This design comes from an exercise in tuning for small area on the open sky130 flow, not from production work.
At most, simulation tests tie the RTL to the original design; equivalence was not proved.
For runs 2 and 4, only the layout was checked, not whether the RTL still works.
Power figures rest on the tool's default switching activity, not on a simulated workload.

==> flow/design.v, too long to show whole: its modules and the start of the top module <==
// module cbcp_fa: 10 lines
// module cbcp_hai: 9 lines
// module cbcp_ha: 9 lines
// module cbcp_add: 34 lines
// module cbcp_sumsq: 2199 lines
// module complex_block_correlator_power_top: 233 lines
module complex_block_correlator_power_top #(
    parameter int SAMPLE_BITS = cbcp_pkg::SAMPLE_BITS_DEF
) (
    input  logic                                i_clk,
    input  logic                                i_rst_n,
    input  logic                                i_in_valid,
    output logic                                o_in_stall,
    input  logic signed [SAMPLE_BITS-1:0]       i_sample_real,
    input  logic signed [SAMPLE_BITS-1:0]       i_sample_imag,
    input  logic                                i_end_of_stream,
    output logic                                o_out_valid,
    input  logic                                i_out_stall,
    output logic [cbcp_pkg::BANK_BITS-1:0]      o_filter_index,
    output logic [cbcp_pkg::POWER_BITS-1:0]     o_block_power,
    output logic                                o_last_result
);
  // ...
==> flow/flow/run.sh <==
#!/bin/bash
# Layout flow: the standard ORFS flow, with the port buffers that global
# placement inserts on every input and output made from the smallest buffer
# cell instead of the default one.  Everything else (synthesis, floorplan,
# power grid, tap cells, placement, CTS, routing) is the standard flow.
set -e
export BUFFER_PORTS_ARGS="-buffer_cell sky130_fd_sc_hd__buf_1"
cp standard.sh standard_copy.sh.txt 2>/dev/null || true
bash standard.sh > standard.log 2>&1
==> flow/standard.sh <==
#!/bin/bash
# synth_recipe.tcl (not shown) runs the flow's synth.tcl, then flattens the netlist and writes it again
# the make line also repeats each setting of config.mk as NAME=value (left out here)
make -C /OpenROAD-flow-scripts/flow DESIGN_CONFIG=/design/flow/config.mk WORK_HOME=/design/flow/orfs CLKGATE_MAP_FILE= SYNTH_SCRIPT=/design/flow/synth_recipe.tcl "${@:-finish}"
==> flow/config.mk <==
export PLATFORM = sky130hd
export DESIGN_NAME = complex_block_correlator_power_top
export DESIGN_NICKNAME = complex_block_correlator_power_top
export VERILOG_FILES = /design/flow/design.v
export SDC_FILE = /design/flow/constraint.sdc
export NUM_CORES = 4
export LEC_CHECK = 0
export CAP_MARGIN = 20
export CORE_MARGIN = 2
export CORE_UTILIZATION = 75
export CTS_BUF_LIST = sky130_fd_sc_hd__clkbuf_8 sky130_fd_sc_hd__clkbuf_16
export CTS_CLUSTER_DIAMETER = 120
export CTS_CLUSTER_SIZE = 30
export SLEW_MARGIN = 20
export SYNTH_HIERARCHICAL = 1
export SYNTH_MINIMUM_KEEP_SIZE = 0
==> flow/constraint.sdc <==
create_clock -name core_clock -period 10.0 [get_ports {i_clk}]
set_input_delay 2.0000 -clock core_clock [delete_from_list [all_inputs] [get_ports {i_clk}]]
set_output_delay 2.0000 -clock core_clock [all_outputs]
set_load 0.01 [all_outputs]
==> flow_summary.ini, run 1 <==
[status]
status = no timing/DRC/antenna violations

[grt]
first_global_vias = 21800
grt_pass1_wl_mm = 119

[pwr]
p_leak_nw = 13.7
comb-power_mw = 7.31

[worst_setup_path]
timing.critical_path.cells = nand2b_1 -> buf_4 -> and2_1 -> fa_1 -> fa_1 -> fa_1 -> fa_1 -> fa_1 -> fa_1 -> fa_1 -> fa_1 -> fa_1 -> fa_1 -> fa_1 -> fa_1 -> fa_1 -> fa_1 -> fa_1 -> fa_1 -> fa_1 -> fa_1 -> mux2i_1 -> o311ai_2 -> xnor2_1
cp.depth = 24

[timing]
setup_tns_ns = 0
fin_skew_ns = 0.0401

[clock_network]
h-tree-depth = 1
cts_tree = yes
path_clk_slew_ns = 0.11

[synth]
seq_area_frac_synth = 0.339
syn_area_mm2 = 0.0334
yosysWarnings = 7
synth-adder-area-share = 0.371

[place]
dp.cells = 3337

[detailed_routing]
drcViolationCount = 0
wl_per_cell_um = 21.8

[floorplan]
core_area_mm2 = 0.0440
taps = 592
num_rows = 77

[cells_and_area]
multiInputGateArea_mm2 = 0.0206
multi_input_cells = 2007
buf_share = 0.0169
area_delta_synth_final_pct = 3.68
multi_input_area_share = 0.596
non_clock_buffer_count = 119

[min_path]
holdPathEnd = r_out_idx[1]
==> inputs of run 2 (changes only) <==
--- a/flow/design.v
+++ b/flow/design.v
@@ -61,16 +61,23 @@
     input  logic a,
     input  logic b,
     output logic s,
     output logic co
 );
     assign s  = ~(a ^ b);
     assign co = a | b;
 endmodule
+module cbcp_xnor2 (
+    input  logic a,
+    input  logic b,
+    output logic y
+);
+    assign y = ~(a ^ b);
+endmodule
 module cbcp_ha (
     input  logic a,
     input  logic b,
     output logic s,
     output logic co
 );
     assign s  = a ^ b;
     assign co = a & b;
@@ -1675,45 +1682,45 @@
     assign p413 = ~(b[16] & b[18]);
     assign p414 = ~(b[16] & b[19]);
     assign d415 = ~b[17];
     assign p416 = ~(b[17] & b[18]);
     assign p417 = ~(b[17] & b[19]);
     assign d418 = ~b[18];
     assign p419 = ~(b[18] & b[19]);
     assign d420 = ~b[19];
-    cbcp_hai u_s421 (.a(p18), .b(p36), .s(s421), .co(c422));
+    cbcp_fa u_s421 (.a(p18), .b(p36), .c(1'b1), .s(s421), .co(c422));
     cbcp_fa u_s423 (.a(p20), .b(p38), .c(p55), .s(s423), .co(c424));
-    cbcp_hai u_s425 (.a(p71), .b(p86), .s(s425), .co(c426));
-    cbcp_hai u_s427 (.a(p39), .b(p56), .s(s427), .co(c428));
+    cbcp_fa u_s425 (.a(p71), .b(p86), .c(1'b1), .s(s425), .co(c426));
+    cbcp_fa u_s427 (.a(p39), .b(p56), .c(1'b1), .s(s427), .co(c428));
     cbcp_fa u_s429 (.a(p57), .b(p73), .c(p88), .s(s429), .co(c430));
-    cbcp_hai u_s431 (.a(p12), .b(p30), .s(s431), .co(c432));
+    cbcp_fa u_s431 (.a(p12), .b(p30), .c(1'b1), .s(s431), .co(c432));
     cbcp_fa u_s433 (.a(p14), .b(p32), .c(p49), .s(s433), .co(c434));
-    cbcp_hai u_s435 (.a(p65), .b(p80), .s(s435), .co(c436));
+    cbcp_fa u_s435 (.a(p65), .b(p80), .c(1'b1), .s(s435), .co(c436));
     cbcp_fa u_s437 (.a(p15), .b(p33), .c(p50), .s(s437), .co(c438));
-    cbcp_hai u_s439 (.a(p66), .b(p81), .s(s439), .co(c440));
+    cbcp_fa u_s439 (.a(p66), .b(p81), .c(1'b1), .s(s439), .co(c440));
     cbcp_fa u_s441 (.a(p16), .b(p34), .c(p51), .s(s441), .co(c442));
     cbcp_fa u_s443 (.a(p67), .b(p82), .c(p96), .s(s443), .co(c444));
     cbcp_fa u_s445 (.a(p109), .b(p121), .c(d133), .s(s445), .co(c446));
-    cbcp_hai u_s447 (.a(p226), .b(p244), .s(s447), .co(c448));
+    cbcp_fa u_s447 (.a(p226), .b(p244), .c(1'b1), .s(s447), .co(c448));
     cbcp_fa u_s449 (.a(p17), .b(p35), .c(p52), .s(s449), .co(c450));
     cbcp_fa u_s451 (.a(p68), .b(p83), .c(p97), .s(s451), .co(c452));
     cbcp_fa u_s453 (.a(p110), .b(p122), .c(p227), .s(s453), .co(c454));
-    cbcp_hai u_s455 (.a(p245), .b(p262), .s(s455), .co(c456));
+    cbcp_fa u_s455 (.a(p245), .b(p262), .c(1'b1), .s(s455), .co(c456));
     cbcp_fa u_s457 (.a(s421), .b(p53), .c(p69), .s(s457), .co(c458));
     cbcp_fa u_s459 (.a(p84), .b(p98), .c(p111), .s(s459), .co(c460));
     cbcp_fa u_s461 (.a(p123), .b(p134), .c(d145), .s(s461), .co(c462));
     cbcp_fa u_s463 (.a(p228), .b(p246), .c(p263), .s(s463), .co(c464));
     cbcp_fa u_s465 (.a(p279), .b(p294), .c(p308), .s(s465), .co(c466));
     cbcp_fa u_s467 (.a(c422), .b(p19), .c(p37), .s(s467), .co(c468));
     cbcp_fa u_s469 (.a(p54), .b(p70), .c(p85), .s(s469), .co(c470));
     cbcp_fa u_s471 (.a(p99), .b(p112), .c(p124), .s(s471), .co(c472));
     cbcp_fa u_s473 (.a(p135), .b(p229), .c(p247), .s(s473), .co(c474));
     cbcp_fa u_s475 (.a(p264), .b(p280), .c(p295), .s(s475), .co(c476));
-    cbcp_hai u_s477 (.a(p309), .b(p322), .s(s477), .co(c478));
+    cbcp_fa u_s477 (.a(p309), .b(p322), .c(1'b1), .s(s477), .co(c478));
     cbcp_fa u_s479 (.a(s423), .b(s425), .c(p100), .s(s479), .co(c480));
     cbcp_fa u_s481 (.a(p113), .b(p125), .c(p136), .s(s481), .co(c482));
     cbcp_fa u_s483 (.a(p146), .b(d156), .c(p230), .s(s483), .co(c484));
     cbcp_fa u_s485 (.a(p248), .b(p265), .c(p281), .s(s485), .co(c486));
     cbcp_fa u_s487 (.a(p296), .b(p310), .c(p323), .s(s487), .co(c488));
     cbcp_fa u_s489 (.a(p335), .b(p346), .c(p356), .s(s489), .co(c490));
     cbcp_fa u_s491 (.a(c424), .b(c426), .c(s427), .s(s491), .co(c492));
     cbcp_fa u_s493 (.a(p72), .b(p87), .c(p101), .s(s493), .co(c494));
@@ -1740,28 +1747,28 @@
     cbcp_fa u_s535 (.a(p105), .b(p118), .c(p130), .s(s535), .co(c536));
     cbcp_fa u_s537 (.a(p141), .b(p151), .c(p160), .s(s537), .co(c538));
     cbcp_fa u_s539 (.a(p168), .b(p315), .c(p328), .s(s539), .co(c540));
     cbcp_fa u_s541 (.a(p119), .b(p131), .c(p142), .s(s541), .co(c542));
     cbcp_fa u_s543 (.a(p152), .b(p161), .c(p169), .s(s543), .co(c544));
     cbcp_fa u_s545 (.a(p176), .b(d183), .c(p329), .s(s545), .co(c546));
     cbcp_fa u_s547 (.a(p132), .b(p143), .c(p153), .s(s547), .co(c548));
     cbcp_fa u_s549 (.a(p144), .b(p154), .c(p163), .s(s549), .co(c550));
-    cbcp_hai u_s551 (.a(p8), .b(p26), .s(s551), .co(c552));
+    cbcp_fa u_s551 (.a(p8), .b(p26), .c(1'b1), .s(s551), .co(c552));
     cbcp_fa u_s553 (.a(p10), .b(p28), .c(p45), .s(s553), .co(c554));
-    cbcp_hai u_s555 (.a(p61), .b(p76), .s(s555), .co(c556));
+    cbcp_fa u_s555 (.a(p61), .b(p76), .c(1'b1), .s(s555), .co(c556));
     cbcp_fa u_s557 (.a(p11), .b(p29), .c(p46), .s(s557), .co(c558));
-    cbcp_hai u_s559 (.a(p62), .b(p77), .s(s559), .co(c560));
+    cbcp_fa u_s559 (.a(p62), .b(p77), .c(1'b1), .s(s559), .co(c560));
     cbcp_fa u_s561 (.a(s431), .b(p47), .c(p63), .s(s561), .co(c562));
     cbcp_fa u_s563 (.a(p78), .b(p92), .c(d106), .s(s563), .co(c564));
     cbcp_fa u_s565 (.a(p222), .b(p240), .c(p257), .s(s565), .co(c566));
     cbcp_fa u_s567 (.a(c432), .b(p13), .c(p31), .s(s567), .co(c568));
     cbcp_fa u_s569 (.a(p48), .b(p64), .c(p79), .s(s569), .co(c570));
     cbcp_fa u_s571 (.a(p93), .b(p223), .c(p241), .s(s571), .co(c572));
-    cbcp_hai u_s573 (.a(p258), .b(p274), .s(s573), .co(c574));
+    cbcp_fa u_s573 (.a(p258), .b(p274), .c(1'b1), .s(s573), .co(c574));
     cbcp_fa u_s575 (.a(s433), .b(s435), .c(p94), .s(s575), .co(c576));
     cbcp_fa u_s577 (.a(p107), .b(d120), .c(p224), .s(s577), .co(c578));
     cbcp_fa u_s579 (.a(p242), .b(p259), .c(p275), .s(s579), .co(c580));
     cbcp_fa u_s581 (.a(p290), .b(p304), .c(p317), .s(s581), .co(c582));
     cbcp_fa u_s583 (.a(c434), .b(c436), .c(s437), .s(s583), .co(c584));
     cbcp_fa u_s585 (.a(s439), .b(p95), .c(p108), .s(s585), .co(c586));
     cbcp_fa u_s587 (.a(p225), .b(p243), .c(p260), .s(s587), .co(c588));
     cbcp_fa u_s589 (.a(p276), .b(p291), .c(p305), .s(s589), .co(c590));
@@ -1821,22 +1828,22 @@
     cbcp_fa u_s697 (.a(p172), .b(p179), .c(p185), .s(s697), .co(c698));
     cbcp_fa u_s699 (.a(p365), .b(p374), .c(p382), .s(s699), .co(c700));
     cbcp_fa u_s701 (.a(p165), .b(p173), .c(p180), .s(s701), .co(c702));
     cbcp_fa u_s703 (.a(p186), .b(p191), .c(d196), .s(s703), .co(c704));
     cbcp_fa u_s705 (.a(p375), .b(p383), .c(p390), .s(s705), .co(c706));
     cbcp_fa u_s707 (.a(p174), .b(p181), .c(p187), .s(s707), .co(c708));
     cbcp_fa u_s709 (.a(p182), .b(p188), .c(p193), .s(s709), .co(c710));
     cbcp_fa u_s711 (.a(p6), .b(p24), .c(p41), .s(s711), .co(c712));
-    cbcp_hai u_s713 (.a(p7), .b(p25), .s(s713), .co(c714));
+    cbcp_fa u_s713 (.a(p7), .b(p25), .c(1'b1), .s(s713), .co(c714));
     cbcp_fa u_s715 (.a(s551), .b(p43), .c(p59), .s(s715), .co(c716));
     cbcp_fa u_s717 (.a(d75), .b(p218), .c(p236), .s(s717), .co(c718));
     cbcp_fa u_s719 (.a(c552), .b(p9), .c(p27), .s(s719), .co(c720));
     cbcp_fa u_s721 (.a(p44), .b(p60), .c(p219), .s(s721), .co(c722));
-    cbcp_hai u_s723 (.a(p237), .b(p254), .s(s723), .co(c724));
+    cbcp_fa u_s723 (.a(p237), .b(p254), .c(1'b1), .s(s723), .co(c724));
     cbcp_fa u_s725 (.a(s553), .b(s555), .c(d91), .s(s725), .co(c726));
     cbcp_fa u_s727 (.a(p220), .b(p238), .c(p255), .s(s727), .co(c728));
     cbcp_fa u_s729 (.a(p271), .b(p286), .c(d301), .s(s729), .co(c730));
     cbcp_fa u_s731 (.a(c554), .b(c556), .c(s557), .s(s731), .co(c732));
     cbcp_fa u_s733 (.a(s559), .b(p221), .c(p239), .s(s733), .co(c734));
     cbcp_fa u_s735 (.a(p256), .b(p272), .c(p287), .s(s735), .co(c736));
     cbcp_fa u_s737 (.a(c558), .b(c560), .c(s561), .s(s737), .co(c738));
     cbcp_fa u_s739 (.a(s563), .b(s565), .c(p273), .s(s739), .co(c740));
@@ -1901,19 +1908,19 @@
     cbcp_fa u_s857 (.a(c708), .b(s709), .c(p197), .s(s857), .co(c858));
     cbcp_fa u_s859 (.a(d201), .b(p392), .c(p398), .s(s859), .co(c860));
     cbcp_fa u_s861 (.a(p403), .b(p407), .c(d411), .s(s861), .co(c862));
     cbcp_fa u_s863 (.a(c710), .b(p189), .c(p194), .s(s863), .co(c864));
     cbcp_fa u_s865 (.a(p198), .b(p399), .c(p404), .s(s865), .co(c866));
     cbcp_fa u_s867 (.a(p195), .b(p199), .c(p202), .s(s867), .co(c868));
     cbcp_fa u_s869 (.a(d205), .b(p405), .c(p409), .s(s869), .co(c870));
     cbcp_fa u_s871 (.a(p4), .b(p22), .c(d40), .s(s871), .co(c872));
-    cbcp_hai u_s873 (.a(p5), .b(p23), .s(s873), .co(c874));
+    cbcp_fa u_s873 (.a(p5), .b(p23), .c(1'b1), .s(s873), .co(c874));
     cbcp_fa u_s875 (.a(s711), .b(d58), .c(p216), .s(s875), .co(c876));
-    cbcp_hai u_s877 (.a(p234), .b(p251), .s(s877), .co(c878));
+    cbcp_fa u_s877 (.a(p234), .b(p251), .c(1'b1), .s(s877), .co(c878));
     cbcp_fa u_s879 (.a(c712), .b(s713), .c(p42), .s(s879), .co(c880));
     cbcp_fa u_s881 (.a(p217), .b(p235), .c(p252), .s(s881), .co(c882));
     cbcp_fa u_s883 (.a(c714), .b(s715), .c(s717), .s(s883), .co(c884));
     cbcp_fa u_s885 (.a(p253), .b(p269), .c(d285), .s(s885), .co(c886));
     cbcp_fa u_s887 (.a(c716), .b(c718), .c(s719), .s(s887), .co(c888));
     cbcp_fa u_s889 (.a(s721), .b(s723), .c(p270), .s(s889), .co(c890));
     cbcp_fa u_s891 (.a(c720), .b(c722), .c(c724), .s(s891), .co(c892));
     cbcp_fa u_s893 (.a(s725), .b(s727), .c(s729), .s(s893), .co(c894));
@@ -1964,18 +1971,18 @@
     cbcp_fa u_s983 (.a(c858), .b(c860), .c(c862), .s(s983), .co(c984));
     cbcp_fa u_s985 (.a(s863), .b(s865), .c(p408), .s(s985), .co(c986));
     cbcp_fa u_s987 (.a(c864), .b(c866), .c(s867), .s(s987), .co(c988));
     cbcp_fa u_s989 (.a(s869), .b(p412), .c(d415), .s(s989), .co(c990));
     cbcp_fa u_s991 (.a(c868), .b(c870), .c(p200), .s(s991), .co(c992));
     cbcp_fa u_s993 (.a(p203), .b(p410), .c(p413), .s(s993), .co(c994));
     cbcp_fa u_s995 (.a(p204), .b(p206), .c(d208), .s(s995), .co(c996));
     cbcp_fa u_s997 (.a(p414), .b(p416), .c(d418), .s(s997), .co(c998));
-    cbcp_hai u_s999 (.a(p2), .b(d21), .s(s999), .co(c1000));
-    cbcp_hai u_s1001 (.a(s871), .b(p214), .s(s1001), .co(c1002));
+    cbcp_fa u_s999 (.a(p2), .b(d21), .c(1'b1), .s(s999), .co(c1000));
+    cbcp_fa u_s1001 (.a(s871), .b(p214), .c(1'b1), .s(s1001), .co(c1002));
     cbcp_fa u_s1003 (.a(c872), .b(s873), .c(p215), .s(s1003), .co(c1004));
     cbcp_fa u_s1005 (.a(c874), .b(s875), .c(s877), .s(s1005), .co(c1006));
     cbcp_fa u_s1007 (.a(c876), .b(c878), .c(s879), .s(s1007), .co(c1008));
     cbcp_fa u_s1009 (.a(c880), .b(c882), .c(s883), .s(s1009), .co(c1010));
     cbcp_fa u_s1011 (.a(c884), .b(c886), .c(s887), .s(s1011), .co(c1012));
     cbcp_fa u_s1013 (.a(c888), .b(c890), .c(s891), .s(s1013), .co(c1014));
     cbcp_fa u_s1015 (.a(c892), .b(c894), .c(s895), .s(s1015), .co(c1016));
     cbcp_fa u_s1017 (.a(c896), .b(c898), .c(s899), .s(s1017), .co(c1018));
@@ -2000,17 +2007,17 @@
     cbcp_fa u_s1055 (.a(c972), .b(c974), .c(s975), .s(s1055), .co(c1056));
     cbcp_fa u_s1057 (.a(c976), .b(c978), .c(s979), .s(s1057), .co(c1058));
     cbcp_fa u_s1059 (.a(c980), .b(c982), .c(s983), .s(s1059), .co(c1060));
     cbcp_fa u_s1061 (.a(c984), .b(c986), .c(s987), .s(s1061), .co(c1062));
     cbcp_fa u_s1063 (.a(c988), .b(c990), .c(s991), .s(s1063), .co(c1064));
     cbcp_fa u_s1065 (.a(c992), .b(c994), .c(s995), .s(s1065), .co(c1066));
     cbcp_fa u_s1067 (.a(c996), .b(c998), .c(p207), .s(s1067), .co(c1068));
     cbcp_fa u_s1069 (.a(p209), .b(d210), .c(p419), .s(s1069), .co(c1070));
-    cbcp_hai u_s1071 (.a(s999), .b(p212), .s(s1071), .co(c1072));
+    cbcp_fa u_s1071 (.a(s999), .b(p212), .c(1'b1), .s(s1071), .co(c1072));
     cbcp_fa u_s1073 (.a(c1000), .b(p3), .c(p213), .s(s1073), .co(c1074));
     cbcp_fa u_s1075 (.a(s1001), .b(p232), .c(d250), .s(s1075), .co(c1076));
     cbcp_fa u_s1077 (.a(c1002), .b(s1003), .c(p233), .s(s1077), .co(c1078));
     cbcp_fa u_s1079 (.a(c1004), .b(s1005), .c(d268), .s(s1079), .co(c1080));
     cbcp_fa u_s1081 (.a(c1006), .b(s1007), .c(s881), .s(s1081), .co(c1082));
     cbcp_fa u_s1083 (.a(c1008), .b(s1009), .c(s885), .s(s1083), .co(c1084));
     cbcp_fa u_s1085 (.a(c1010), .b(s1011), .c(s889), .s(s1085), .co(c1086));
     cbcp_fa u_s1087 (.a(c1012), .b(s1013), .c(s893), .s(s1087), .co(c1088));
@@ -2039,19 +2046,21 @@
     cbcp_fa u_s1133 (.a(c1058), .b(s1059), .c(s985), .s(s1133), .co(c1134));
     cbcp_fa u_s1135 (.a(c1060), .b(s1061), .c(s989), .s(s1135), .co(c1136));
     cbcp_fa u_s1137 (.a(c1062), .b(s1063), .c(s993), .s(s1137), .co(c1138));
     cbcp_fa u_s1139 (.a(c1064), .b(s1065), .c(s997), .s(s1139), .co(c1140));
     cbcp_fa u_s1141 (.a(c1066), .b(s1067), .c(p417), .s(s1141), .co(c1142));
     cbcp_fa u_s1143 (.a(c1068), .b(s1069), .c(d420), .s(s1143), .co(c1144));
     assign r0 = {1'b1, c1144, c1142, c1140, c1138, c1136, c1134, c1132, c1130, c1128, c1126, c1124, c1122, c1120, c1118, c1116, c1114, c1112, c1110, c1108, c1106, c1104, c1102, c1100, c1098, c1096, c1094, c1092, c1090, c1088, c1086, c1084, c1082, c1080, c1078, c1076, c1074, c1072, s1071, 1'b1, d1};
     assign r1 = {1'b1, c1070, s1143, s1141, s1139, s1137, s1135, s1133, s1131, s1129, s1127, s1125, s1123, s1121, s1119, s1117, s1115, s1113, s1111, s1109, s1107, s1105, s1103, s1101, s1099, s1097, s1095, s1093, s1091, s1089, s1087, s1085, s1083, s1081, s1079, s1077, s1075, s1073, d231, 1'b1, d211};
-    logic [40:0] g, p, gg, pp, c;
-    assign g = r0 & r1;
-    assign p = r0 ^ r1;
+    logic [40:0] g, p, c;
+    for (genvar i = 0; i < 41; i++) begin : g_pg
+        cbcp_ha u_pg (.a(r0[i]), .b(r1[i]), .s(p[i]), .co(g[i]));
+        cbcp_xnor2 u_s (.a(p[i]), .b(c[i]), .y(s[i]));
+    end
     logic bg1, bp1;
     assign bg1 = g[1] | (p[1] & (g[0] | p[0]));
     assign bp1 = 1'b0;
     logic bg2, bp2;
     assign bg2 = g[3] | (p[3] & g[2]);
     assign bp2 = p[3] & p[2];
     logic bg3, bp3;
     assign bg3 = g[5] | (p[5] & g[4]);
@@ -2302,17 +2311,16 @@
     assign c[33] = bg69;
     assign c[34] = bg52;
     assign c[35] = bg70;
     assign c[36] = bg44;
     assign c[37] = bg71;
     assign c[38] = bg53;
     assign c[39] = bg72;
     assign c[40] = bg40;
-    assign s = ~(p ^ c);
 endmodule
 `timescale 1ns / 1ps
 module complex_block_correlator_power_top #(
     parameter int SAMPLE_BITS = cbcp_pkg::SAMPLE_BITS_DEF
 ) (
     input  logic                                i_clk,
     input  logic                                i_rst_n,
     input  logic                                i_in_valid,
==> flow/flow/run.sh (replaced) <==
#!/bin/bash
set -e
export BUFFER_PORTS_ARGS="-buffer_cell sky130_fd_sc_hd__buf_1"
export CTS_ARGS="-sink_clustering_enable -repair_clock_nets -dont_use_dummy_load -sink_clustering_size 30 -sink_clustering_max_diameter 120 -buf_list {sky130_fd_sc_hd__clkbuf_8 sky130_fd_sc_hd__clkbuf_16}"
bash standard.sh > standard.log 2>&1
==> flow/config.mk (replaced) <==
export PLATFORM = sky130hd
export DESIGN_NAME = complex_block_correlator_power_top
export DESIGN_NICKNAME = complex_block_correlator_power_top
export VERILOG_FILES = /design/flow/design.v
export SDC_FILE = /design/flow/constraint.sdc
export NUM_CORES = 4
export LEC_CHECK = 0
export CAP_MARGIN = 20
export CORE_MARGIN = 2
export CORE_UTILIZATION = 80
export CTS_BUF_LIST = sky130_fd_sc_hd__clkbuf_8 sky130_fd_sc_hd__clkbuf_16
export CTS_CLUSTER_DIAMETER = 120
export CTS_CLUSTER_SIZE = 30
export SLEW_MARGIN = 20
export SYNTH_HIERARCHICAL = 1
export SYNTH_MINIMUM_KEEP_SIZE = 0
==> flow_summary.ini, run 2 <==
[status]
status = no timing/DRC/antenna violations

[synth]
seq_area_frac_synth = 0.342
ys_types = 59
synth_top_area_share = 0.331
synth_flop_cell = edfxtp_1
yosysWarnings = 7
ys_seq_elements = 442
synth_cells = 2720
synth.area.top_cells = fa_1 (33%), edfxtp_1 (22%), dfxtp_1 (12%)
yosysTopAreaCell = fa_1
syn_area_per_cell_um2 = 12.2
synth_common_cells = fa_1 (548), nand2_1 (445), and2_1 (260), edfxtp_1 (247), dfxtp_1 (195)
synth_most_common_cell = fa_1
async_reset_ff_frac = 0
synth_edf_count = 247
syn_area_mm2 = 0.0331

[floorplan]
num_rows = 74
die_h_um = 207
start_util = 0.811
ios = 86
die-area_mm2 = 0.0430
die_w_um = 207
core_area_mm2 = 0.0408

[place]
place.gp.congestion = 0.941
dp.cells = 3222
hpwl_mm = 55.4
port_buffers = 82

[grt]
grt_max_degree = 73
met2_usage = 0.580
grt_pass1_wl_mm = 120
grt_most_used_layer = met2
met1_usage = 0.507
overflow = 0
antenna_found_initial = 1
grt_use_met3 = 0.0700
grt_usage = 0.360
first_global_vias = 22300

[timing]
maxSlewViolCount = 0
fin_skew_ns = 0.0258
clock.fmax_mhz = 104
finalCriticalPeriod_ns = 9.59
worst_pin_slew_ns = 1.09
grt_setup_unrepaired = false
period_share = 0.959
hold_viol_final = 0
finalSetupViolCount = 0
setup_tns_ns = 0
relSlewSlack = 0.260

[pwr]
vdd_drop_max_v = 0.000894
cellPowerDensity_mw_per_mm2 = 365
p_leak_nw = 13.1

[detailed_routing]
drt-total-wl_mm = 74.9
drt-vias-per-instance = 6.33
drtPass1Iterations = 8
num_vias = 20500
antenna_left = 0
drcViolationCount = 0
wl_per_cell_um = 23.1
first_iter_violations = 2174

[worst_setup_path]
crit_path_end_kind = flip-flop
crit_type = reg -> reg
cp_data_required_time_ns = 10.30
cp-start-kind = flip-flop
path_buf_inv = 0
cpPeakStageDelay_ns = 0.55
cp_top_family = adder cells
cp_common_cell = fa_1
arrival_ns = 9.89
timing.critical_path.cells = nand2b_1 -> and2_1 -> fa_1 -> fa_1 -> fa_1 -> fa_1 -> fa_1 -> fa_1 -> fa_1 -> fa_1 -> fa_1 -> fa_1 -> fa_1 -> fa_1 -> fa_1 -> fa_1 -> fa_1 -> fa_1 -> fa_1 -> fa_1 -> fa_1
cpMaxStageDelayCell = dfxtp_4
cp_max_fo = 34

[cells_and_area]
instances_no_fill = 3241
area_delta_synth_final_pct = 3.31
fillers = 2132
top_regs = r_acc3 x42, r_snap3 x42, r_out_half x41
num_antenna_cells = 0
nets = 3392
drive_gt1_frac = 0.0303
layout_common_cells = fa_1 (548), nand2_1 (445), and2_1 (260)
final_common_cell = fa_1

[clock_network]
h-tree-depth = 1
clock_latency_ns = 0.55
cts_sinks = 442
cts_resized = 0
path_clk_slew_ns = 0.11
ctsRootBufferMaster = clkbuf_16
cts_setup_buffers = 0
cts_made_buffers = 19
cts_tree = yes
cts_hold_buf = 0
clock_path_buffers = 3

[flow_run]
maxCapViolations = 0

[min_path]
hp-class = reg -> reg
[run 2: path summary, 6_finish.rpt]
| kind | start | end | slack [ns] | depth (start not counted) |
|---|---|---|---|---|
| max reg2reg | r_in_new | r_snap1[37] | 0.41 | 21 |
| min reg2reg | r_pos[3] | r_ctl[3] | 0.51 | 0 |
| min | r_pos[3] | r_ctl[3] | 0.51 | 0 |
| max | r_in_new | r_snap1[37] | 0.41 | 21 |
[run 2: metrics by stage]
stage               power, mW  cell area (um^2)   util  setup slack (ns)  hold WS [ns]
finish                   12.5             34200  0.837             0.409         0.507
global route             13.4             34200  0.837            0.0885         0.531
CTS                      12.4             34200  0.837             0.473         0.515
detailed placement       11.4             33700  0.826             0.495         0.487
global placement         10.9             33700  0.826             0.660         0.466
floorplan                9.45             33200      -              1.02         0.400
[run 2: power by group]
part	leakage (nW)	internal, mW	total, mW	switching [mW]
sequential	3.93	3.03	3.24	0.219
clock	0.234	0.344	0.877	0.533
combinational	8.92	3.85	8.36	4.51
[run 2: layout make-up]
class | count | area (um^2) | area share
Multi-Input combinational cell | 2065 | 20900 | 0.611
Clock buffer | 19 | 475 | 0.0139
Tap cell | 532 | 666 | 0.0195
Sequential cell | 442 | 11300 | 0.331
Timing Repair Buffer | 122 | 608 | 0.0178
Inverter | 61 | 229 | 0.00670
[run 2: metal layers]
metal,vias up,wire length (um)
li1,8728,-
met1,10300,29000
met2,1246,36200
met3,226,7380
met4,4,2240
met5,-,25
[run 2: per-module statistics from Yosys, one instance, submodules excluded, a selection]
module,cells inside,flops+latches,times used
cbcp_sumsq,607,0,1
cbcp_fa,1,0,548
cbcp_ha,1,0,41
cbcp_xnor2,1,0,41
complex_block_correlator_power_top,1445,442,1
[run 2: cell families after synthesis]
| kind of cell | Yosys count | share of synthesized area |
|---|---|---|
| other cells | 2 | 0.000227 |
| simple gates | 832 | 0.122 |
| mux | 40 | 0.0122 |
| xor+xnor | 261 | 0.0691 |
| fa+ha+maj | 644 | 0.368 |
| buf+inv | 239 | 0.0305 |
| compound gates | 260 | 0.0558 |
| flops | 442 | 0.342 |
[run 2: worst register-to-register path, delay by kind of cell, from the launching register on]
family	cells	cell delay [ns]
adders and majority gates	19	7.99
DFF	1	0.55
and+or+nand+nor	2	0.83
==> inputs of run 3 (changes only) <==
--- a/flow/design.v
+++ b/flow/design.v
@@ -59,11 +59,2 @@
 endmodule
-module cbcp_hai (
-    input  logic a,
-    input  logic b,
-    output logic s,
-    output logic co
-);
-    assign s  = ~(a ^ b);
-    assign co = a | b;
-endmodule
 module cbcp_xnor2 (
==> flow_summary.ini, run 3 <==
[status]
status = no timing/DRC/antenna violations

[cells_and_area]
nets = 3392
num_antenna_cells = 0
layout_common_cells = fa_1 (548), nand2_1 (445), and2_1 (260)
final_common_cell = fa_1
drive_gt1_frac = 0.0303
fillers = 2132
fin_area_mm2 = 0.0342
final-seq-area_mm2 = 0.0113
area_delta_synth_final_pct = 3.31
multiInputGateArea_mm2 = 0.0209
fin_util = 0.837
top_regs = r_acc3 x42, r_snap3 x42, r_out_half x41
instances_no_fill = 3241

[synth]
synth_xor_area_frac = 0.0691
synth_common_cells = fa_1 (548), nand2_1 (445), and2_1 (260), edfxtp_1 (247), dfxtp_1 (195)
synth_most_common_cell = fa_1
synth_compound_area_frac = 0.0558
synth-adder-area-share = 0.368
ys_types = 59
synth_top_area_share = 0.331
seq_area_frac_synth = 0.342
syn_area_per_cell_um2 = 12.2
synth_edf_count = 247
syn_area_mm2 = 0.0331
synth_top_family_by_area = adder cells
synth_cells = 2720
synth.area.mux_share = 0.0122
synth-simple-area-share = 0.122
async_reset_ff_frac = 0
yosysWarnings = 7
synth_flop_cell = edfxtp_1
yosysTopAreaCell = fa_1
ys_seq_elements = 442
synth.area.top_cells = fa_1 (33%), edfxtp_1 (22%), dfxtp_1 (12%)

[place]
hpwl_mm = 55.4
port_buffers = 82
pre_cts_ws_ns = 0.495
dp.cells = 3222
place.gp.congestion = 0.941
placed_cell_area_mm2 = 0.0337

[floorplan]
die_h_um = 207
die-area_mm2 = 0.0430
core_area_mm2 = 0.0408
start_util = 0.811
num_rows = 74
ios = 86
die_w_um = 207

[detailed_routing]
drcViolationCount = 0
first_iter_violations = 2174
num_vias = 20500
drt-vias-per-instance = 6.33
antenna_left = 0
wl_per_cell_um = 23.1
drtPass1Iterations = 8
drt-total-wl_mm = 74.9

[grt]
grt_pass1_wl_mm = 120
overflow = 0
grt_usage = 0.360
grt_max_degree = 73
first_global_vias = 22300
antenna_found_initial = 1

[pwr]
cellPowerDensity_mw_per_mm2 = 365
total_power_mw = 12.5
vdd_drop_max_v = 0.000894
p_leak_nw = 13.1

[worst_setup_path]
cp_max_fo = 34
crit_type = reg -> reg
cpMaxStageDelayCell = dfxtp_4
timing.critical_path.cells = nand2b_1 -> and2_1 -> fa_1 -> fa_1 -> fa_1 -> fa_1 -> fa_1 -> fa_1 -> fa_1 -> fa_1 -> fa_1 -> fa_1 -> fa_1 -> fa_1 -> fa_1 -> fa_1 -> fa_1 -> fa_1 -> fa_1 -> fa_1 -> fa_1
path_buf_inv = 0
cp_common_cell = fa_1
cp_data_required_time_ns = 10.30
cp-start-kind = flip-flop
arrival_ns = 9.89
crit_path_end_kind = flip-flop
cp_top_family = adder cells
cpPeakStageDelay_ns = 0.55

[clock_network]
h-tree-depth = 1
cts_hold_buf = 0
ctsRootBufferMaster = clkbuf_16
cts_sinks = 442
path_clk_slew_ns = 0.11
cts_setup_buffers = 0
cts_resized = 0
cts_tree = yes
clock_latency_ns = 0.55
cts_made_buffers = 19
clock_path_buffers = 3

[min_path]
hp-class = reg -> reg

[timing]
relSlewSlack = 0.260
fin_skew_ns = 0.0258
fin_ws_ns = 0.409
maxSlewViolCount = 0
setup_tns_ns = 0
clock.fmax_mhz = 104
hold_viol_final = 0
period_share = 0.959
finalCriticalPeriod_ns = 9.59
grt_setup_unrepaired = false
finalSetupViolCount = 0
hold_slack_ns = 0.507
worst_pin_slew_ns = 1.09

[flow_run]
maxCapViolations = 0
[run 3: cell counts after synthesis]
No cell type changed its count.
[run 3: path summary, 6_finish.rpt]
check	start	end	slack, ns	depth (start not counted)
worst min-delay path	r_pos[3]	r_ctl[3]	0.51	0
worst min register to register	r_pos[3]	r_ctl[3]	0.51	0
worst max register to register	r_in_new	r_snap1[37]	0.41	21
worst max-delay path	r_in_new	r_snap1[37]	0.41	21
[run 3: report_power, final]
part / leakage, nW / total, mW / switching, mW / internal [mW]
clock: 0.234 / 0.877 / 0.533 / 0.344
combinational: 8.92 / 8.36 / 4.51 / 3.85
sequential: 3.93 / 3.24 / 0.219 / 3.03
[run 3: final cells by class]
cell class                      count  area share
Sequential cell                   442       0.331
Clock buffer                       19      0.0139
Multi-Input combinational cell   2065       0.611
Tap cell                          532      0.0195
Timing Repair Buffer              122      0.0178
Inverter                           61     0.00670
[run 3: modules after synthesis, one instance, submodules excluded, a selection]
module                              area (um^2)  flip-flops and latches
cbcp_fa                                    20.0                       0
cbcp_xnor2                                 8.76                       0
cbcp_sumsq                                 2530                       0
complex_block_correlator_power_top        18400                     442
cbcp_ha                                    12.5                       0
[run 3: cell families (layout without fill, tap and decap cells)]
kind of cell | Yosys count | after routing
adder cells (fa/ha/maj) | 644 | 644
other | 2 | 28
XOR/XNOR | 261 | 261
multiplexers | 40 | 40
AND/OR/NAND/NOR | 832 | 832
buffers and inverters | 239 | 202
AO/OA/AOI/OAI | 260 | 260
flip-flops | 442 | 442
[run 3: layer usage]
| metal | vias to the layer above | global-route usage | part of all wire |
|---|---|---|---|
| li1 | 8728 | - | - |
| met2 | 1246 | 0.580 | 0.48 |
| met5 | - | 0 | 0.00033 |
| met4 | 4 | 0.116 | 0.030 |
| met3 | 226 | 0.0700 | 0.099 |
| met1 | 10300 | 0.507 | 0.39 |
==> module complex_block_correlator_power_top, before the edit <==
module complex_block_correlator_power_top #(
    parameter int SAMPLE_BITS = cbcp_pkg::SAMPLE_BITS_DEF
) (
    input  logic                                i_clk,
    input  logic                                i_rst_n,
    input  logic                                i_in_valid,
    output logic                                o_in_stall,
    input  logic signed [SAMPLE_BITS-1:0]       i_sample_real,
    input  logic signed [SAMPLE_BITS-1:0]       i_sample_imag,
    input  logic                                i_end_of_stream,
    output logic                                o_out_valid,
    input  logic                                i_out_stall,
    output logic [cbcp_pkg::BANK_BITS-1:0]      o_filter_index,
    output logic [cbcp_pkg::POWER_BITS-1:0]     o_block_power,
    output logic                                o_last_result
);
    localparam int W0 = cbcp_pkg::W0;
    localparam int W1 = cbcp_pkg::W1;
    localparam int W2 = cbcp_pkg::W2;
    localparam int W3 = cbcp_pkg::W3;
    localparam int OB = cbcp_pkg::OP_BITS;
    localparam int MB = OB - 1;                
    localparam bit FA_CELLS = 1'b1;            
    logic                          r_in_eos;
    logic                          r_in_new;
    logic [SAMPLE_BITS-1:0]        r_in_re;
    logic [SAMPLE_BITS-1:0]        r_in_im;
    logic [cbcp_pkg::POS_BITS-1:0] r_pos;
    logic [cbcp_pkg::CTL_BITS-1:0] r_ctl;
    logic [cbcp_pkg::POS_BITS-1:0] w_pos_next;
    logic [cbcp_pkg::EC_BITS-1:0]  w_ec;
    logic                          w_hold;
    logic                          w_accept;
    logic                          w_load;
    logic                          r_busy;
    assign w_hold     = r_in_eos && r_busy;
    assign o_in_stall = w_hold;
    assign w_accept   = i_in_valid && !w_hold;
    assign w_load     = r_in_eos && !r_busy;
    always_ff @(posedge i_clk) begin
        if (!i_rst_n) begin
            r_in_eos <= 1'b0;
        end else if (!w_hold) begin
            r_in_eos <= i_in_valid && i_end_of_stream;
        end
    end
    always_ff @(posedge i_clk) begin
        if (!i_rst_n) begin
            r_in_new <= 1'b0;
        end else begin
            r_in_new <= w_accept;
        end
    end
    always_ff @(posedge i_clk) begin
        r_in_re <= i_sample_real;
        r_in_im <= i_sample_imag;
    end
    assign w_pos_next = i_end_of_stream ? '0 : r_pos + 1'b1;
    always_ff @(posedge i_clk) begin
        if (!i_rst_n) begin
            r_pos <= '0;
        end else if (w_accept) begin
            r_pos <= w_pos_next;
        end
    end
    always_ff @(posedge i_clk) begin
        if (w_accept) begin
            r_ctl <= cbcp_pkg::ctl_of(r_pos);
        end
    end
    always_comb begin
        w_ec = '0;
        w_ec[cbcp_pkg::E_K0]     = !r_in_new || r_ctl[cbcp_pkg::C_P0];
        w_ec[cbcp_pkg::E_K0 + 1] = !r_in_new || r_ctl[cbcp_pkg::C_K1];
        w_ec[cbcp_pkg::E_K0 + 2] = !r_in_new || r_ctl[cbcp_pkg::C_K2];
        w_ec[cbcp_pkg::E_K0 + 3] = !r_in_new || r_ctl[cbcp_pkg::C_K3];
        w_ec[cbcp_pkg::E_S0]     = r_in_new && r_ctl[cbcp_pkg::C_P0];
        w_ec[cbcp_pkg::E_S0 + 1] = r_in_new && r_ctl[cbcp_pkg::C_P1];
        w_ec[cbcp_pkg::E_S0 + 2] = r_in_new && r_ctl[cbcp_pkg::C_P2];
        w_ec[cbcp_pkg::E_S0 + 3] = r_in_new && r_ctl[cbcp_pkg::C_P3];
        w_ec[cbcp_pkg::E_X0]     = r_in_new;
        w_ec[cbcp_pkg::E_X1]     = r_in_new && !r_ctl[cbcp_pkg::C_P0];
        w_ec[cbcp_pkg::E_1X2]    = r_in_new && r_ctl[cbcp_pkg::C_P0];
        w_ec[cbcp_pkg::E_2X2]    = r_in_new && r_ctl[cbcp_pkg::C_B2X2];
        w_ec[cbcp_pkg::E_3X2]    = r_in_new && r_ctl[cbcp_pkg::C_B3X2];
        w_ec[cbcp_pkg::E_3X4]    = r_in_new && r_ctl[cbcp_pkg::C_B3X4];
    end
    logic [1:0][W0-1:0] r_acc0, n_acc0;
    logic [1:0][W1-1:0] r_acc1, n_acc1;
    logic [1:0][W2-1:0] r_acc2, n_acc2;
    logic [1:0][W3-1:0] r_acc3, n_acc3;
    for (genvar k = 0; k < 2; k++) begin : g_comp
        logic [W3-1:0] x1, x2, x4;
        logic [W0-1:0] a0, b0;
        logic [W1-1:0] a1, b1;
        logic [W2-1:0] a2, b2;
        logic [W3-1:0] a3, t31, t32, b31, b32, cs_s, cs_c;
        assign x1 = W3'($signed(k == 0 ? r_in_re : r_in_im));
        assign x2 = x1 << 1;
        assign x4 = x1 << 2;
        assign a0 = w_ec[cbcp_pkg::E_K0] ? r_acc0[k] : '0;
        assign b0 = (w_ec[cbcp_pkg::E_X0] ? W0'(x1) : '0) ^ {W0{w_ec[cbcp_pkg::E_S0]}};
        cbcp_add #(.W(W0), .K(W0), .FA_CELLS(FA_CELLS)) u_add0 (
            .a(a0), .b(b0), .ci(w_ec[cbcp_pkg::E_S0]), .s(n_acc0[k]));
        assign a1 = w_ec[cbcp_pkg::E_K0 + 1] ? r_acc1[k] : '0;
        assign b1 = (w_ec[cbcp_pkg::E_1X2] ? W1'(x2) : w_ec[cbcp_pkg::E_X1] ? W1'(x1) : '0)
                    ^ {W1{w_ec[cbcp_pkg::E_S0 + 1]}};
        cbcp_add #(.W(W1), .K(W1), .FA_CELLS(FA_CELLS)) u_add1 (
            .a(a1), .b(b1), .ci(w_ec[cbcp_pkg::E_S0 + 1]), .s(n_acc1[k]));
        assign a2 = w_ec[cbcp_pkg::E_K0 + 2] ? r_acc2[k] : '0;
        assign b2 = (w_ec[cbcp_pkg::E_2X2] ? W2'(x2) : w_ec[cbcp_pkg::E_X1] ? W2'(x1) : '0)
                    ^ {W2{w_ec[cbcp_pkg::E_S0 + 2]}};
        cbcp_add #(.W(W2), .K(W2), .FA_CELLS(FA_CELLS)) u_add2 (
            .a(a2), .b(b2), .ci(w_ec[cbcp_pkg::E_S0 + 2]), .s(n_acc2[k]));
        assign a3  = w_ec[cbcp_pkg::E_K0 + 3] ? r_acc3[k] : '0;
        assign t31 = w_ec[cbcp_pkg::E_X1] ? x1 : '0;
        assign t32 = w_ec[cbcp_pkg::E_3X4] ? x4 : w_ec[cbcp_pkg::E_3X2] ? x2 : '0;
        assign b31 = t31 ^ {W3{w_ec[cbcp_pkg::E_S0 + 3]}};
        assign b32 = t32 ^ {W3{w_ec[cbcp_pkg::E_S0 + 3]}};
        for (genvar i = 0; i < W3; i++) begin : g_csa
            if (FA_CELLS) begin : g_cell
                cbcp_fa u_fa (.a(a3[i]), .b(b31[i]), .c(b32[i]), .s(cs_s[i]), .co(cs_c[i]));
            end else begin : g_expr
                assign cs_s[i] = a3[i] ^ b31[i] ^ b32[i];
                assign cs_c[i] = (a3[i] & b31[i]) | (a3[i] & b32[i]) | (b31[i] & b32[i]);
            end
        end
        cbcp_add #(.W(W3), .K(17), .FA_CELLS(FA_CELLS)) u_add3 (
            .a(cs_s), .b({cs_c[W3-2:0], w_ec[cbcp_pkg::E_S0 + 3]}), .ci(w_ec[cbcp_pkg::E_S0 + 3]),
            .s(n_acc3[k]));
    end
    always_ff @(posedge i_clk) begin
        r_acc0 <= n_acc0;
        r_acc1 <= n_acc1;
        r_acc2 <= n_acc2;
        r_acc3 <= n_acc3;
    end
    logic [1:0][W0-1:0]             r_snap0;
    logic [1:0][W1-1:0]             r_snap1;
    logic [1:0][W2-1:0]             r_snap2;
    logic [1:0][W3-1:0]             r_snap3;
    logic [cbcp_pkg::BANK_BITS-1:0] r_idx;
    logic                           r_a_valid;
    logic [cbcp_pkg::BANK_BITS-1:0] r_a_idx;
    logic [1:0][MB-1:0]             r_a_mag;
    logic                           r_out_valid;
    logic [cbcp_pkg::BANK_BITS-1:0] r_out_idx;
    logic [40:0]                    r_out_half;
    logic                           w_b_adv;
    logic                           w_a_free;
    logic                           w_issue;
    logic [1:0][OB-1:0]             w_sel;
    logic [1:0][MB-1:0]             w_mag;
    logic [40:0]                    w_sum;
    assign w_b_adv  = !r_out_valid || !i_out_stall;
    assign w_a_free = !r_a_valid || w_b_adv;
    assign w_issue  = r_busy && w_a_free;
    always_ff @(posedge i_clk) begin
        if (w_load) begin
            r_snap0 <= n_acc0;
            r_snap1 <= n_acc1;
            r_snap2 <= n_acc2;
            r_snap3 <= n_acc3;
        end
    end
    for (genvar k = 0; k < 2; k++) begin : g_sel
        logic [MB:0] c;
        logic [MB-1:0] y;
        always_comb begin
            case (r_idx)
                2'd0:    w_sel[k] = {{(OB-W0-1){r_snap0[k][W0-1]}}, r_snap0[k], 1'b0};
                2'd1:    w_sel[k] = {{(OB-W1){r_snap1[k][W1-1]}}, r_snap1[k]};
                2'd2:    w_sel[k] = {{(OB-W2-1){r_snap2[k][W2-1]}}, r_snap2[k], 1'b0};
                default: w_sel[k] = r_snap3[k];
            endcase
        end
        assign y    = w_sel[k][MB-1:0] ^ {MB{w_sel[k][OB-1]}};
        assign c[0] = w_sel[k][OB-1];
        for (genvar i = 0; i < MB; i++) begin : g_inc
            assign w_mag[k][i] = y[i] ^ c[i];
            assign c[i+1]      = y[i] & c[i];
        end
    end
    cbcp_sumsq u_sumsq (
        .a (r_a_mag[0]),
        .b (r_a_mag[1]),
        .s (w_sum)
    );
    always_ff @(posedge i_clk) begin
        if (!i_rst_n) begin
            r_busy <= 1'b0;
            r_idx  <= '0;
        end else if (w_load) begin
            r_busy <= 1'b1;
            r_idx  <= '0;
        end else if (w_issue) begin
            r_idx <= r_idx + 1'b1;
            if (r_idx == cbcp_pkg::LAST_BANK) begin
                r_busy <= 1'b0;
            end
        end
    end
    always_ff @(posedge i_clk) begin
        if (!i_rst_n) begin
            r_a_valid <= 1'b0;
        end else if (w_a_free) begin
            r_a_valid <= w_issue;
        end
    end
    always_ff @(posedge i_clk) begin
        if (w_issue) begin
            r_a_idx <= r_idx;
            r_a_mag <= w_mag;
        end
    end
    always_ff @(posedge i_clk) begin
        if (!i_rst_n) begin
            r_out_valid <= 1'b0;
        end else if (w_b_adv) begin
            r_out_valid <= r_a_valid;
        end
    end
    always_ff @(posedge i_clk) begin
        if (w_b_adv && r_a_valid) begin
            r_out_idx  <= r_a_idx;
            r_out_half <= w_sum;
        end
    end
    assign o_out_valid    = r_out_valid;
    assign o_filter_index = r_out_idx;
    assign o_block_power  = {2'b00, r_out_half, 1'b0};
    assign o_last_result  = r_out_idx == cbcp_pkg::LAST_BANK;
endmodule
==> inputs of run 4 (changes only) <==
--- a/flow/design.v
+++ b/flow/design.v
@@ -59,2 +59,11 @@
 endmodule
+module cbcp_hai (
+    input  logic a,
+    input  logic b,
+    output logic s,
+    output logic co
+);
+    assign s  = ~(a ^ b);
+    assign co = a | b;
+endmodule
 module cbcp_xnor2 (
@@ -2338,4 +2347,6 @@
     logic [SAMPLE_BITS-1:0]        r_in_im;
-    logic [cbcp_pkg::POS_BITS-1:0] r_pos;
+    logic [cbcp_pkg::POS_BITS-1:0] r_spos;
+    logic                          r_last_eos;
     logic [cbcp_pkg::CTL_BITS-1:0] r_ctl;
+    logic [cbcp_pkg::CTL_BITS-1:0] w_ctl_next;
     logic [cbcp_pkg::POS_BITS-1:0] w_pos_next;
@@ -2368,8 +2379,9 @@
     end
-    assign w_pos_next = i_end_of_stream ? '0 : r_pos + 1'b1;
+    assign w_pos_next = r_last_eos ? '0 : r_spos + 1'b1;
+    assign w_ctl_next = cbcp_pkg::ctl_of(w_pos_next);
     always_ff @(posedge i_clk) begin
         if (!i_rst_n) begin
-            r_pos <= '0;
+            r_last_eos <= 1'b1;
         end else if (w_accept) begin
-            r_pos <= w_pos_next;
+            r_last_eos <= i_end_of_stream;
         end
@@ -2378,3 +2390,4 @@
         if (w_accept) begin
-            r_ctl <= cbcp_pkg::ctl_of(r_pos);
+            r_spos <= w_pos_next;
+            r_ctl  <= w_ctl_next;
         end
@@ -2454,3 +2467,2 @@
     logic                           r_a_valid;
-    logic [cbcp_pkg::BANK_BITS-1:0] r_a_idx;
     logic [1:0][MB-1:0]             r_a_mag;
@@ -2522,3 +2534,2 @@
         if (w_issue) begin
-            r_a_idx <= r_idx;
             r_a_mag <= w_mag;
@@ -2535,5 +2546,11 @@
         if (w_b_adv && r_a_valid) begin
-            r_out_idx  <= r_a_idx;
             r_out_half <= w_sum;
         end
+    end
+    always_ff @(posedge i_clk) begin
+        if (!i_rst_n) begin
+            r_out_idx <= cbcp_pkg::LAST_BANK;
+        end else if (w_b_adv && r_a_valid) begin
+            r_out_idx <= r_out_idx + 1'b1;
+        end
     end
==> flow_summary.ini, run 4 <==
[synth]
ys_types = 59
synth_xor_area_frac = 0.0684
synth-simple-area-share = 0.131
synth_common_cells = fa_1 (548), nand2_1 (441), edfxtp_1 (243), dfxtp_1 (194), and2_1 (186)
yosysWarnings = 7
synth_top_family_by_area = adder cells
synth-adder-area-share = 0.366
async_reset_ff_frac = 0
synth_edf_count = 243
ys_seq_elements = 437
yosysTopAreaCell = fa_1
synth.area.mux_share = 0.0115
synth_top_area_share = 0.331
synth_cells = 2817
seq_area_frac_synth = 0.337
synth.area.top_cells = fa_1 (33%), edfxtp_1 (22%), dfxtp_1 (12%)
syn_area_per_cell_um2 = 11.8
syn_area_mm2 = 0.0332
synth_most_common_cell = fa_1
synth_flop_cell = edfxtp_1
synth_compound_area_frac = 0.0497

[cells_and_area]
drive_gt1_frac = 0.0289
area_delta_synth_final_pct = 3.04
fin_util = 0.837
num_antenna_cells = 0
final_common_cell = fa_1
nets = 3449
top_regs = r_acc3 x42, r_snap3 x42, r_out_half x41
layout_common_cells = fa_1 (548), nand2_1 (441), edfxtp_1 (243)

[timing]
grt_setup_unrepaired = false
fin_skew_ns = 0.0452
hold_viol_final = 0
relSlewSlack = 0.121
worst_pin_slew_ns = 1.30
period_share = 0.945
setup_tns_ns = 0
finalSetupViolCount = 0
finalCriticalPeriod_ns = 9.45
maxSlewViolCount = 0
clock.fmax_mhz = 106
hold_slack_ns = 0.511

[flow_run]
maxCapViolations = 0

[pwr]
p_leak_nw = 12.7
cellPowerDensity_mw_per_mm2 = 345
vdd_drop_max_v = 0.000629

[clock_network]
cts_sinks = 437
cts_setup_buffers = 0
path_clk_slew_ns = 0.11
clock_latency_ns = 0.56
cts_made_buffers = 19
cts_hold_buf = 0
ctsRootBufferMaster = clkbuf_16
cts_resized = 0
cts_tree = yes
clock_path_buffers = 3
h-tree-depth = 1

[grt]
grt_usage = 0.357
overflow = 0
grt_pass1_wl_mm = 120
grt_max_degree = 154
first_global_vias = 22700
antenna_found_initial = 2

[worst_setup_path]
cp_data_required_time_ns = 10.30
cp-start-kind = flip-flop
crit_start = r_in_new
crit_path_end_kind = flip-flop
arrival_ns = 9.75
r2r_start = r_in_new
cpPeakStageDelay_ns = 0.50
timing.critical_path.cells = buf_4 -> inv_4 -> buf_4 -> buf_4 -> nor3b_1 -> fa_1 -> fa_1 -> fa_1 -> fa_1 -> fa_1 -> fa_1 -> fa_1 -> fa_1 -> fa_1 -> fa_1 -> fa_1 -> fa_1 -> fa_1 -> fa_1 -> fa_1 -> fa_1 -> fa_1 -> fa_1
cp_max_fo = 49
cpMaxStageDelayCell = buf_4
crit_type = reg -> reg
cp_common_cell = fa_1

[detailed_routing]
drcViolationCount = 0
first_iter_violations = 2432
num_vias = 21000
drt-total-wl_mm = 74.5
antenna_left = 0
drt-vias-per-instance = 6.36
drtPass1Iterations = 7
wl_per_cell_um = 22.6

[place]
port_buffers = 82
hpwl_mm = 54.0
place.gp.congestion = 0.906

[floorplan]
die_h_um = 208
die_w_um = 208
core_area_mm2 = 0.0408
die-area_mm2 = 0.0431
start_util = 0.812
num_rows = 74
ios = 86

[min_path]
hp-start = r_out_idx[1]
hp-class = reg -> reg

[status]
status = no timing/DRC/antenna violations
==> run 4: cell families after synthesis <==
| group | count (synthesis) |
|---|---|
| AOI/OAI and AO/OA | 242 |
| xor gates and xnor gates | 259 |
| adders and majority gates | 641 |
| buffers and inverters | 284 |
| DFF | 437 |
| muxes | 38 |
| other | 2 |
| and+or+nand+nor | 914 |
==> run 4: layout make-up <==
cell class              count  area (um^2)
multi-input cells        2122        20900
flip-flops and latches    437        11200
fillers                  2209         6660
repair buffers            129          693
well taps                 532          666
clock buffers              19          475
inverters                  62          235
==> run 4: Yosys stat by module, one instance, submodules excluded, a selection <==
module	copies in the design	cells	cell area [um^2]	flip-flops and latches
cbcp_fa	548	1	20.0	0
cbcp_ha	41	1	12.5	0
cbcp_sumsq	1	607	2530	0
cbcp_xnor2	41	1	8.76	0
complex_block_correlator_power_top	1	1542	18500	437
==> run 4: worst paths after layout <==
check | cells past startpoint | to | slack, ns
worst min register to register | 2 | r_out_idx[1] | 0.51
worst min-delay path | 2 | r_out_idx[1] | 0.51
worst max-delay path | 23 | r_snap2[18] | 0.55
worst max register to register | 23 | r_snap2[18] | 0.55
==> run 4: routing by layer <==
| metal | vias up | share of wire | global-route usage | routed length [um] |
|---|---|---|---|---|
| met5 | - | 0.00017 | 0 | 13 |
| met4 | 2 | 0.031 | 0.113 | 2270 |
| met3 | 211 | 0.11 | 0.0702 | 7970 |
| met2 | 1253 | 0.49 | 0.579 | 36300 |
| met1 | 10600 | 0.37 | 0.500 | 27900 |
| li1 | 8987 | - | - | - |
==> run 4: stage by stage <==
stage	total power, mW	cell area, um^2	setup WS, ns	instances
after floorplan	9.04	33300	0.937	2843
after global placement	10.3	33700	0.793	3281
after detailed placement	10.8	33700	0.648	3281
after CTS	11.7	34100	0.632	3300
after global routing	12.7	34200	0.235	3301
final	11.8	34200	0.547	3301
==> run 4: critical path: cells and delay by family, from the launching register on <==
kind | cells | cell delay [ns]
and+or+nand+nor | 1 | 0.16
adders and majority gates | 18 | 7.41
buffers and inverters | 4 | 1.18
DFF | 1 | 0.42
==> run 4: where the power goes <==
group	switching (mW)	leakage, nW	internal (mW)
combinational	4.12	8.60	3.59
sequential	0.219	3.89	2.97
clock	0.532	0.234	0.344
==> inputs of run 5 (changes only) <==
--- a/flow/design.v
+++ b/flow/design.v
@@ -59,11 +59,2 @@
 endmodule
-module cbcp_hai (
-    input  logic a,
-    input  logic b,
-    output logic s,
-    output logic co
-);
-    assign s  = ~(a ^ b);
-    assign co = a | b;
-endmodule
 module cbcp_xnor2 (
==> flow_summary.ini, run 5 <==
[grt]
grt_usage = 0.357
grt_pass1_wl_mm = 120
grt_max_degree = 154
first_global_vias = 22700
antenna_found_initial = 2
overflow = 0

[cells_and_area]
layout_common_cells = fa_1 (548), nand2_1 (441), edfxtp_1 (243)
num_antenna_cells = 0
area_delta_synth_final_pct = 3.04
instances_no_fill = 3301
top_regs = r_acc3 x42, r_snap3 x42, r_out_half x41
drive_gt1_frac = 0.0289
nets = 3449
final_common_cell = fa_1
fin_util = 0.837
fillers = 2209

[worst_setup_path]
cp_max_fo = 49
cp-start-kind = flip-flop
crit_start = r_in_new
r2r_slack_ns = 0.55
arrival_ns = 9.75
cpPeakStageDelay_ns = 0.50
cp.depth = 23
cp_common_cell = fa_1
r2r_start = r_in_new
cp_data_required_time_ns = 10.30
timing.critical_path.cells = buf_4 -> inv_4 -> buf_4 -> buf_4 -> nor3b_1 -> fa_1 -> fa_1 -> fa_1 -> fa_1 -> fa_1 -> fa_1 -> fa_1 -> fa_1 -> fa_1 -> fa_1 -> fa_1 -> fa_1 -> fa_1 -> fa_1 -> fa_1 -> fa_1 -> fa_1 -> fa_1
crit_path_end_kind = flip-flop
path_buf_inv = 4
rr_worst_depth = 23
crit_type = reg -> reg
cpMaxStageDelayCell = buf_4
cp_top_family = adder cells

[clock_network]
cts_hold_buf = 0
cts_made_buffers = 19
cts_resized = 0
clock_latency_ns = 0.56
cts_sinks = 437
clock_path_buffers = 3
path_clk_slew_ns = 0.11
ctsRootBufferMaster = clkbuf_16
h-tree-depth = 1
cts_setup_buffers = 0
cts_tree = yes

[pwr]
p_clk_frac = 0.074
cellPowerDensity_mw_per_mm2 = 345
p_comb_frac = 0.655
p_leak_nw = 12.7
switching_share = 0.414
vdd_drop_max_v = 0.000629
p_seq_frac = 0.271
p_int_mw = 6.90
p_sw_mw = 4.87

[timing]
setup_tns_ns = 0
worst_pin_slew_ns = 1.30
clock.fmax_mhz = 106
hold_slack_ns = 0.511
finalSetupViolCount = 0
finalCriticalPeriod_ns = 9.45
relSlewSlack = 0.121
maxSlewViolCount = 0
period_share = 0.945
grt_setup_unrepaired = false
hold_viol_final = 0
fin_skew_ns = 0.0452

[min_path]
holdPathStages = 2
hp-class = reg -> reg
hp-start = r_out_idx[1]

[detailed_routing]
drtPass1Iterations = 7
num_vias = 21000
drcViolationCount = 0
wl_per_cell_um = 22.6
first_iter_violations = 2432
drt-vias-per-instance = 6.36
drt-total-wl_mm = 74.5
antenna_left = 0

[synth]
synth_top_area_share = 0.331
synth-adder-area-share = 0.366
ys_types = 59
seq_area_frac_synth = 0.337
synth_common_cells = fa_1 (548), nand2_1 (441), edfxtp_1 (243), dfxtp_1 (194), and2_1 (186)
yosysTopAreaCell = fa_1
synth-simple-area-share = 0.131
synth_compound_area_frac = 0.0497
synth_edf_count = 243
async_reset_ff_frac = 0
synth_top_family_by_area = adder cells
syn_area_per_cell_um2 = 11.8
synth_flop_cell = edfxtp_1
synth.area.top_cells = fa_1 (33%), edfxtp_1 (22%), dfxtp_1 (12%)
synth_most_common_cell = fa_1
syn_area_mm2 = 0.0332
ys_seq_elements = 437
synth_cells = 2817
synth.area.mux_share = 0.0115
synth_xor_area_frac = 0.0684
yosysWarnings = 7

[floorplan]
die-area_mm2 = 0.0431
num_rows = 74
die_h_um = 208
die_w_um = 208
ios = 86
core_area_mm2 = 0.0408
start_util = 0.812

[place]
dp.cells = 3281
port_buffers = 82
place.gp.congestion = 0.906
hpwl_mm = 54.0

[status]
status = no timing/DRC/antenna violations

[flow_run]
maxCapViolations = 0
run 5: cell counts after synthesis:
No cell type changed its count.
run 5: kinds of logic after synthesis:
family | count (synthesis)
AOI/OAI and AO/OA | 242
xor gates and xnor gates | 259
adders and majority gates | 641
buffers and inverters | 284
DFF | 437
muxes | 38
other | 2
and+or+nand+nor | 914
run 5: worst paths after layout:
| kind | end |
|---|---|
| worst min register to register | r_out_idx[1] |
| worst min-delay path | r_out_idx[1] |
| worst max register to register | r_snap2[18] |
| worst max-delay path | r_snap2[18] |
run 5: per-layer routing:
| metal | GRT usage | up-vias | part of all wire |
|---|---|---|---|
| met5 | 0 | - | 0.00017 |
| met4 | 0.113 | 2 | 0.031 |
| met3 | 0.0702 | 211 | 0.11 |
| li1 | - | 8987 | - |
| met1 | 0.500 | 10600 | 0.37 |
| met2 | 0.579 | 1253 | 0.49 |
run 5: area by class of cell:
class	count	area, um^2	share of cell area
multi-input combinational	2122	20900	0.612
timing repair buffer	129	693	0.0203
sequential	437	11200	0.327
inverter	62	235	0.00688
clock buffer	19	475	0.0139
tap	532	666	0.0195
run 5: power groups by stage:
stage	Combinational (mW)	Clock (mW)	Sequential, mW
global route	8.57	0.951	3.22
detailed placement	7.60	0	3.21
CTS	7.67	0.887	3.18
floorplan	5.92	0	3.12
global placement	7.07	0	3.20
finish	7.71	0.876	3.19
run 5: stage by stage:
stage | worst slack, ns | power (mW) | instance area [um^2]
finish | 0.547 | 11.8 | 34200
global route | 0.235 | 12.7 | 34200
detailed placement | 0.648 | 10.8 | 33700
CTS | 0.632 | 11.7 | 34100
floorplan | 0.937 | 9.04 | 33300
global placement | 0.793 | 10.3 | 33700
run 5: Yosys stat by module, one instance, submodules excluded, excerpt:
module	cells inside	flip-flops and latches
complex_block_correlator_power_top	1542	437
cbcp_sumsq	607	0
cbcp_fa	1	0
cbcp_ha	1	0
cbcp_xnor2	1	0
run 5: worst reg2reg max path: stages (launching register included):
cell	delay [ns]
dfxtp_1	0.42
buf_4	0.20
inv_4	0.16
buf_4	0.32
buf_4	0.51
nor3b_1	0.17
fa_1	0.44
fa_1	0.41
fa_1	0.40
fa_1	0.40
fa_1	0.41
fa_1	0.40
fa_1	0.39
fa_1	0.39
fa_1	0.40
fa_1	0.43
fa_1	0.41
fa_1	0.43
fa_1	0.41
fa_1	0.43
fa_1	0.41
fa_1	0.40
fa_1	0.40
fa_1	0.45

-- afterwards: timing with drivers on the ports --
In the flow no input, the clock included, has a driving cell. The finished layouts below were timed again as built, in two steps. Step 1: set_driving_cell puts a clkbuf_16 on i_clk and a buf_2 on each other input, an assumption about the parent block. Step 2, shift: input delay + t, output delay - t, t = (earliest + latest rising clock arrival at the registers) / 2. This alone moves slack from input paths to output paths. Three values: no drivers, after step 1, after step 2; two values: the first two.
run | t (ns) | setup slack, ns | clock arrival spread, ns | worst register clock-pin slew, ns | worst data-port slew with drivers (ns)
run 1 | 0.648 | 0.493 / 0.493 / 0.493 | 0.049 / 0.048 | 0.12 / 0.12 | 0.03
run 2 | 0.601 | 0.409 / 0.409 / 0.409 | 0.036 / 0.036 | 0.12 / 0.12 | 0.04
run 3 | 0.601 | 0.409 / 0.409 / 0.409 | 0.036 / 0.036 | 0.12 / 0.12 | 0.04
run 4 | 0.597 | 0.547 / 0.547 / 0.547 | 0.049 / 0.050 | 0.12 / 0.12 | 0.10
run 5 | 0.597 | 0.547 / 0.547 / 0.547 | 0.049 / 0.050 | 0.12 / 0.12 | 0.10
After both steps every run listed still meets setup and hold.
